Background: an optimization exercise with open tools, aiming at small area and a short achievable clock period. Do not read the settings as production practice.
Only simulation tests tie the RTL to the original design; equivalence was not proved.
The flow treats the clock pin as an ideal source. Dropping or thinning the clock tree relies on that and would not hold on a real chip.
No activity file was given, so power comes from the tool's default toggle rates.

## fft8_top
module fft8_top (
    input  logic         clk,
    input  logic         rst_n,
    input  logic [79:0]  sample,
    output logic [159:0] result
);
clock: 16.0 ns
lec_check: 0
cap_margin: 20
core_margin: 2
core_utilization: 60
slew_margin: 20
synth_hierarchical: 1
synth_minimum_keep_size: 0
standard.sh (not shown) runs the stock make flow with config.mk's settings and CLKGATE_MAP_FILE= SYNTH_SCRIPT=/design/flow/synth_recipe.tcl, a recipe that flattens the netlist after the stock synthesis.
==> flow/flow/run.sh <==
#!/bin/bash
# Standard ORFS layout (the standard.sh), with the smallest buffer
# (sky130_fd_sc_hd__buf_1) on every input and output port.
# ORFS's full output goes to standard.log; ORFS's own per-step logs are under orfs/logs.
export BUFFER_PORTS_ARGS="-buffer_cell sky130_fd_sc_hd__buf_1"
bash standard.sh > standard.log 2>&1
Then changed:
==> flow/flow/run.sh (replaced) <==
#!/bin/bash
# Standard ORFS layout, with the smallest buffer on every port.
export BUFFER_PORTS_ARGS="-buffer_cell sky130_fd_sc_hd__buf_1"
bash standard.sh > standard.log 2>&1
Result: Via count does not change. Non-clock buffer count stays the same. Final area is unchanged. Total power stays the same. Clock power barely changes. Setup slack does not change. Sequential power hardly moves. Utilization stays the same. Fmax does not change.


== alpha ==
Another version of the RTL of fft8_top (not shown whole).
For scale: ~1,800 cells after synthesis, ~670 flip-flops, roughly 240 I/O pins, ~25,000 um^2 of cells after synthesis.
export LEC_CHECK = 0
export CAP_MARGIN = 20
export CORE_MARGIN = 2
export CORE_UTILIZATION = 70
export SLEW_MARGIN = 20
export SYNTH_HIERARCHICAL = 1
export SYNTH_MINIMUM_KEEP_SIZE = 0
create_clock -name core_clock -period 16.0 [get_ports {clk}]
==> flow/flow/run.sh <==
#!/bin/bash
# The standard ORFS layout (standard.sh), with these changes:
#  - the smallest buffer (sky130_fd_sc_hd__buf_1) on every port;
#  - the pins that carry one sign bit (copies) are placed as a group;
#  - after placement, each output-port buffer is moved next to its pin and
#    the flip-flop that drives it next to the buffer, and the placement is
#    legalized (pull_out_ffs.tcl);
#  - the clock tree is built by clock_tree.tcl instead of TritonCTS: clock
#    port -> four root clkbuf_16 -> leaf clkbuf_16 per cluster of about 26
#    flip-flops, every flip-flop behind the same two buffer stages; then hold
#    repair and legalization as ORFS's cts step does; before it, the
#    reset net is rebuilt as one buffer per cluster of about 24 reset pins;
#  - the rest (global and detailed routing, finishing) is standard.sh again.
# Each tool's full output goes to a log of its own in this folder.
set -euo pipefail
export BUFFER_PORTS_ARGS="-buffer_cell sky130_fd_sc_hd__buf_1"
# the result pins that carry copies of one sign bit sit next to each other
export PLACE_PINS_ARGS="-group_pins {result[17] result[18] result[19]} -group_pins {result[7] result[8] result[9]} -group_pins {result[38] result[39]} -group_pins {result[28] result[29]} -group_pins {result[57] result[58] result[59]} -group_pins {result[47] result[48] result[49]} -group_pins {result[78] result[79]} -group_pins {result[68] result[69]} -group_pins {result[97] result[98] result[99]} -group_pins {result[87] result[88] result[89]} -group_pins {result[118] result[119]} -group_pins {result[108] result[109]} -group_pins {result[137] result[138] result[139]} -group_pins {result[127] result[128] result[129]} -group_pins {result[158] result[159]} -group_pins {result[148] result[149]}"
RES=orfs/results/${FLOW_PLATFORM}/fft8_top/base
bash standard.sh place > standard_place.log 2>&1
OUT_BUF=sky130_fd_sc_hd__buf_2 PLACE_ODB=$RES/3_place.odb openroad -no_init -exit flow/pull_out_ffs.tcl > pull_out_ffs.log 2>&1
RES=$RES PLATFORM_DIR=$FLOW_HOME/platforms/$FLOW_PLATFORM LEAF_SIZE=26 RST_LEAF_SIZE=24 \
  openroad -no_init -exit flow/clock_tree.tcl > clock_tree.log 2>&1
cp $RES/4_1_cts.odb $RES/4_cts.odb
bash standard.sh > standard.log 2>&1
==> flow/flow/pull_out_ffs.tcl <==
# Moves every output-port buffer next to its pin and every flip-flop that
# drives an output-port buffer next to that buffer, then legalizes the
# placement. With OUT_BUF set, the output-port buffers become that cell.
# Reads and writes the placed database given in
# the environment (PLACE_ODB).
read_db $::env(PLACE_ODB)
set block [ord::get_db_block]
set core [$block getCoreArea]
proc clamp {v lo hi} { return [expr {$v < $lo ? $lo : ($v > $hi ? $hi : $v)}] }
set moved 0
set sumx [dict create]
set sumy [dict create]
set cnt [dict create]
foreach bterm [$block getBTerms] {
  if {[$bterm getIoType] ne "OUTPUT"} { continue }
  set net [$bterm getNet]
  set buf ""
  foreach it [$net getITerms] {
    if {[$it isOutputSignal]} { set buf [$it getInst] }
  }
  if {$buf eq ""} { continue }
  if {[info exists ::env(OUT_BUF)]} { $buf swapMaster [[ord::get_db] findMaster $::env(OUT_BUF)] }
  # the buffer goes next to its pin, inside the core
  set pb [lindex [$bterm getBPins] 0]
  set pbox [$pb getBBox]
  set bm [$buf getMaster]
  set px [clamp [expr {([$pbox xMin] + [$pbox xMax]) / 2 - [$bm getWidth] / 2}] [$core xMin] [expr {[$core xMax] - [$bm getWidth]}]]
  set py [clamp [expr {([$pbox yMin] + [$pbox yMax]) / 2 - [$bm getHeight] / 2}] [$core yMin] [expr {[$core yMax] - [$bm getHeight]}]]
  $buf setLocation $px $py
  $buf setPlacementStatus PLACED
  set innet ""
  foreach it [$buf getITerms] {
    if {[$it isInputSignal]} { set innet [$it getNet] }
  }
  if {$innet eq ""} { continue }
  set ff ""
  foreach it [$innet getITerms] {
    if {[$it isOutputSignal]} { set ff [$it getInst] }
  }
  if {$ff eq ""} { continue }
  if {![string match "*df*" [[$ff getMaster] getName]]} { continue }
  set bb [$buf getBBox]
  set x [expr {([$bb xMin] + [$bb xMax]) / 2}]
  set y [expr {([$bb yMin] + [$bb yMax]) / 2}]
  set name [$ff getName]
  if {![dict exists $cnt $name]} {
    dict set cnt $name 0
    dict set sumx $name 0
    dict set sumy $name 0
  }
  dict incr cnt $name
  dict set sumx $name [expr {[dict get $sumx $name] + $x}]
  dict set sumy $name [expr {[dict get $sumy $name] + $y}]
}
foreach name [dict keys $cnt] {
  set ff [$block findInst $name]
  set n [dict get $cnt $name]
  set x [expr {[dict get $sumx $name] / $n}]
  set y [expr {[dict get $sumy $name] / $n}]
  set m [$ff getMaster]
  $ff setLocation [expr {$x - [$m getWidth] / 2}] [expr {$y - [$m getHeight] / 2}]
  $ff setPlacementStatus PLACED
  incr moved
}
puts "pull_out_ffs: moved $moved flip-flops"
detailed_placement
check_placement -verbose
write_db $::env(PLACE_ODB)
Other scripts of this flow, unchanged in this note and not shown: flow/flow/clock_tree.tcl
#### Input delta (beta over alpha)
--- a/flow/flow/run.sh
+++ b/flow/flow/run.sh
@@ -4 +3,0 @@
-#  - the pins that carry one sign bit (copies) are placed as a group;
@@ -17,2 +15,0 @@
-# the result pins that carry copies of one sign bit sit next to each other
-export PLACE_PINS_ARGS="-group_pins {result[17] result[18] result[19]} -group_pins {result[7] result[8] result[9]} -group_pins {result[38] result[39]} -group_pins {result[28] result[29]} -group_pins {result[57] result[58] result[59]} -group_pins {result[47] result[48] result[49]} -group_pins {result[78] result[79]} -group_pins {result[68] result[69]} -group_pins {result[97] result[98] result[99]} -group_pins {result[87] result[88] result[89]} -group_pins {result[118] result[119]} -group_pins {result[108] result[109]} -group_pins {result[137] result[138] result[139]} -group_pins {result[127] result[128] result[129]} -group_pins {result[158] result[159]} -group_pins {result[148] result[149]}"
@@ -21 +18 @@
-OUT_BUF=sky130_fd_sc_hd__buf_2 PLACE_ODB=$RES/3_place.odb openroad -no_init -exit flow/pull_out_ffs.tcl > pull_out_ffs.log 2>&1
+PLACE_ODB=$RES/3_place.odb openroad -no_init -exit flow/pull_out_ffs.tcl > pull_out_ffs.log 2>&1
--- a/flow/flow/pull_out_ffs.tcl
+++ b/flow/flow/pull_out_ffs.tcl
@@ -3,2 +3,2 @@
-# placement. With OUT_BUF set, the output-port buffers become that cell.
-# Reads and writes the placed database given in
+# placement. A flip-flop that drives more than one output buffer (a sign bit)
+# is given the next drive strength. Reads and writes the placed database given in
@@ -22 +21,0 @@
-  if {[info exists ::env(OUT_BUF)]} { $buf swapMaster [[ord::get_db] findMaster $::env(OUT_BUF)] }
@@ -60,0 +60,5 @@
+  # a flip-flop that drives several output buffers gets the next drive strength
+  if {$n > 1 && [regexp {^(.*)_1$} [$m getName] -> base]} {
+    set m2 [[ord::get_db] findMaster ${base}_2]
+    if {$m2 ne "NULL"} { $ff swapMaster $m2; set m $m2 }
+  }
==> comparison <==
Comparing headroom to the max-slew limit for alpha and beta, the bigger number came from alpha. Area taken by flip-flops and latches: alpha vs beta, no meaningful difference. Looking at endpoint of the worst setup timing path, the result[100] result is from alpha; the result[109] one comes from beta. Least setup slack across all paths after layout, alpha and beta: lower on beta.
In every run of this note, the design's own scripts or RTL, not TritonCTS, make the clock network.


Starting RTL as in the previous note.
Settings: LEC_CHECK=0, CAP_MARGIN=20, CORE_MARGIN=2, CORE_UTILIZATION=60, SLEW_MARGIN=20, SYNTH_HIERARCHICAL=1, SYNTH_MINIMUM_KEEP_SIZE=0; clock period 16.0 ns.
==> flow/flow/run.sh <==
#!/bin/bash
# The standard ORFS layout (standard.sh), with these changes:
#  - the smallest buffer (sky130_fd_sc_hd__buf_1) on every port;
#  - after placement, each output-port buffer is moved next to its pin and
#    the flip-flop that drives it next to the buffer, and the placement is
#    legalized (pull_out_ffs.tcl);
#  - the clock tree is built by clock_tree.tcl instead of TritonCTS: clock
#    port -> four root clkbuf_16 -> leaf clkbuf_16 per cluster of about 26
#    flip-flops, every flip-flop behind the same two buffer stages; then hold
#    repair and legalization as ORFS's cts step does; before it, the
#    reset net is rebuilt as one buffer per cluster of about 24 reset pins;
#  - the rest (global and detailed routing, finishing) is standard.sh again.
# Each tool's full output goes to a log of its own in this folder.
set -euo pipefail
export BUFFER_PORTS_ARGS="-buffer_cell sky130_fd_sc_hd__buf_1"
RES=orfs/results/${FLOW_PLATFORM}/fft8_top/base
bash standard.sh place > standard_place.log 2>&1
PLACE_ODB=$RES/3_place.odb openroad -no_init -exit flow/pull_out_ffs.tcl > pull_out_ffs.log 2>&1
RES=$RES PLATFORM_DIR=$FLOW_HOME/platforms/$FLOW_PLATFORM LEAF_SIZE=26 RST_LEAF_SIZE=24 \
  openroad -no_init -exit flow/clock_tree.tcl > clock_tree.log 2>&1
cp $RES/4_1_cts.odb $RES/4_cts.odb
bash standard.sh > standard.log 2>&1
==> flow/flow/pull_out_ffs.tcl <==
# Moves every output-port buffer next to its pin and every flip-flop that
# drives an output-port buffer next to that buffer, then legalizes the
# placement. A flip-flop that drives more than one output buffer (a sign bit)
# is given the next drive strength. Reads and writes the placed database given in
# the environment (PLACE_ODB).
read_db $::env(PLACE_ODB)
set block [ord::get_db_block]
set core [$block getCoreArea]
proc clamp {v lo hi} { return [expr {$v < $lo ? $lo : ($v > $hi ? $hi : $v)}] }
set moved 0
set sumx [dict create]
set sumy [dict create]
set cnt [dict create]
foreach bterm [$block getBTerms] {
  if {[$bterm getIoType] ne "OUTPUT"} { continue }
  set net [$bterm getNet]
  set buf ""
  foreach it [$net getITerms] {
    if {[$it isOutputSignal]} { set buf [$it getInst] }
  }
  if {$buf eq ""} { continue }
  # the buffer goes next to its pin, inside the core
  set pb [lindex [$bterm getBPins] 0]
  set pbox [$pb getBBox]
  set bm [$buf getMaster]
  set px [clamp [expr {([$pbox xMin] + [$pbox xMax]) / 2 - [$bm getWidth] / 2}] [$core xMin] [expr {[$core xMax] - [$bm getWidth]}]]
  set py [clamp [expr {([$pbox yMin] + [$pbox yMax]) / 2 - [$bm getHeight] / 2}] [$core yMin] [expr {[$core yMax] - [$bm getHeight]}]]
  $buf setLocation $px $py
  $buf setPlacementStatus PLACED
  set innet ""
  foreach it [$buf getITerms] {
    if {[$it isInputSignal]} { set innet [$it getNet] }
  }
  if {$innet eq ""} { continue }
  set ff ""
  foreach it [$innet getITerms] {
    if {[$it isOutputSignal]} { set ff [$it getInst] }
  }
  if {$ff eq ""} { continue }
  if {![string match "*df*" [[$ff getMaster] getName]]} { continue }
  set bb [$buf getBBox]
  set x [expr {([$bb xMin] + [$bb xMax]) / 2}]
  set y [expr {([$bb yMin] + [$bb yMax]) / 2}]
  set name [$ff getName]
  if {![dict exists $cnt $name]} {
    dict set cnt $name 0
    dict set sumx $name 0
    dict set sumy $name 0
  }
  dict incr cnt $name
  dict set sumx $name [expr {[dict get $sumx $name] + $x}]
  dict set sumy $name [expr {[dict get $sumy $name] + $y}]
}
foreach name [dict keys $cnt] {
  set ff [$block findInst $name]
  set n [dict get $cnt $name]
  set x [expr {[dict get $sumx $name] / $n}]
  set y [expr {[dict get $sumy $name] / $n}]
  set m [$ff getMaster]
  # a flip-flop that drives several output buffers gets the next drive strength
  if {$n > 1 && [regexp {^(.*)_1$} [$m getName] -> base]} {
    set m2 [[ord::get_db] findMaster ${base}_2]
    if {$m2 ne "NULL"} { $ff swapMaster $m2; set m $m2 }
  }
  $ff setLocation [expr {$x - [$m getWidth] / 2}] [expr {$y - [$m getHeight] / 2}]
  $ff setPlacementStatus PLACED
  incr moved
}
puts "pull_out_ffs: moved $moved flip-flops"
detailed_placement
check_placement -verbose
write_db $::env(PLACE_ODB)
Other scripts of this flow, unchanged in this note and not shown: flow/flow/clock_tree.tcl
The first run passed the timing, DRC and antenna checks.
Next try:
--- a/flow/flow/run.sh
+++ b/flow/flow/run.sh
@@ -3,0 +4,2 @@
+#  - the pins that carry one sign bit (copies) are placed as a group, and so
+#    are the pairs of pins that carry one shared least significant bit;
@@ -15,0 +18,3 @@
+# the result pins that carry copies of one sign bit sit next to each other,
+# and so do the two pins of bins m and m+4 that share one least significant bit
+export PLACE_PINS_ARGS="-group_pins {result[10] result[90]} -group_pins {result[0] result[80]} -group_pins {result[30] result[110]} -group_pins {result[20] result[100]} -group_pins {result[50] result[130]} -group_pins {result[40] result[120]} -group_pins {result[70] result[150]} -group_pins {result[60] result[140]} -group_pins {result[17] result[18] result[19]} -group_pins {result[7] result[8] result[9]} -group_pins {result[38] result[39]} -group_pins {result[28] result[29]} -group_pins {result[57] result[58] result[59]} -group_pins {result[47] result[48] result[49]} -group_pins {result[78] result[79]} -group_pins {result[68] result[69]} -group_pins {result[97] result[98] result[99]} -group_pins {result[87] result[88] result[89]} -group_pins {result[118] result[119]} -group_pins {result[108] result[109]} -group_pins {result[137] result[138] result[139]} -group_pins {result[127] result[128] result[129]} -group_pins {result[158] result[159]} -group_pins {result[148] result[149]}"
--- a/flow/flow/pull_out_ffs.tcl
+++ b/flow/flow/pull_out_ffs.tcl
@@ -3,2 +3 @@
-# placement. A flip-flop that drives more than one output buffer (a sign bit)
-# is given the next drive strength. Reads and writes the placed database given in
+# placement. Reads and writes the placed database given in
@@ -60,5 +58,0 @@
-  # a flip-flop that drives several output buffers gets the next drive strength
-  if {$n > 1 && [regexp {^(.*)_1$} [$m getName] -> base]} {
-    set m2 [[ord::get_db] findMaster ${base}_2]
-    if {$m2 ne "NULL"} { $ff swapMaster $m2; set m $m2 }
-  }
- CORE_UTILIZATION: 60 -> 75
Effect:
- The changed run produced a clean layout
- utilization is higher by 16 points
- flip-flop and latch count is unchanged
- via count is higher by 4.0%
- final area is lower by 0.61%
No run of this note takes its clock network from TritonCTS; it comes from the design's own scripts or RTL.

## re-timing with driven ports
No port has a modelled driver above. Below, the same layouts with a new extraction and two added sets of constraints.
Step 1, drivers: a clkbuf_16 drives clk and a buf_2 each remaining input, both assumed.
Step 2, shift: input delay + t, output delay - t, t = (earliest + latest rising clock arrival at the registers) / 2. This alone moves slack from input paths to output paths.
a / b / c = ideal ports / drivers / drivers and shift; a / b = the first two.
run	t, ns	setup WS [ns]	worst register clock-pin slew, ns	worst data-port slew with drivers (ns)
the first run of note 1	0.644	11.557 / 11.499 / 11.389	0.07 / 0.07	0.05
the second run of note 1	0.644	11.557 / 11.499 / 11.389	0.07 / 0.07	0.05
alpha	0.467	11.872 / 11.759 / 12.075	0.12 / 0.12	0.04
beta	0.466	11.861 / 11.747 / 12.041	0.11 / 0.11	0.04
the first run of note 3	0.471	11.854 / 11.735 / 11.988	0.10 / 0.10	0.06
the second run of note 3	0.480	11.866 / 11.747 / 12.025	0.11 / 0.11	0.04
After both steps setup and hold are still met in every run listed. Setup slack includes reset recovery checks.
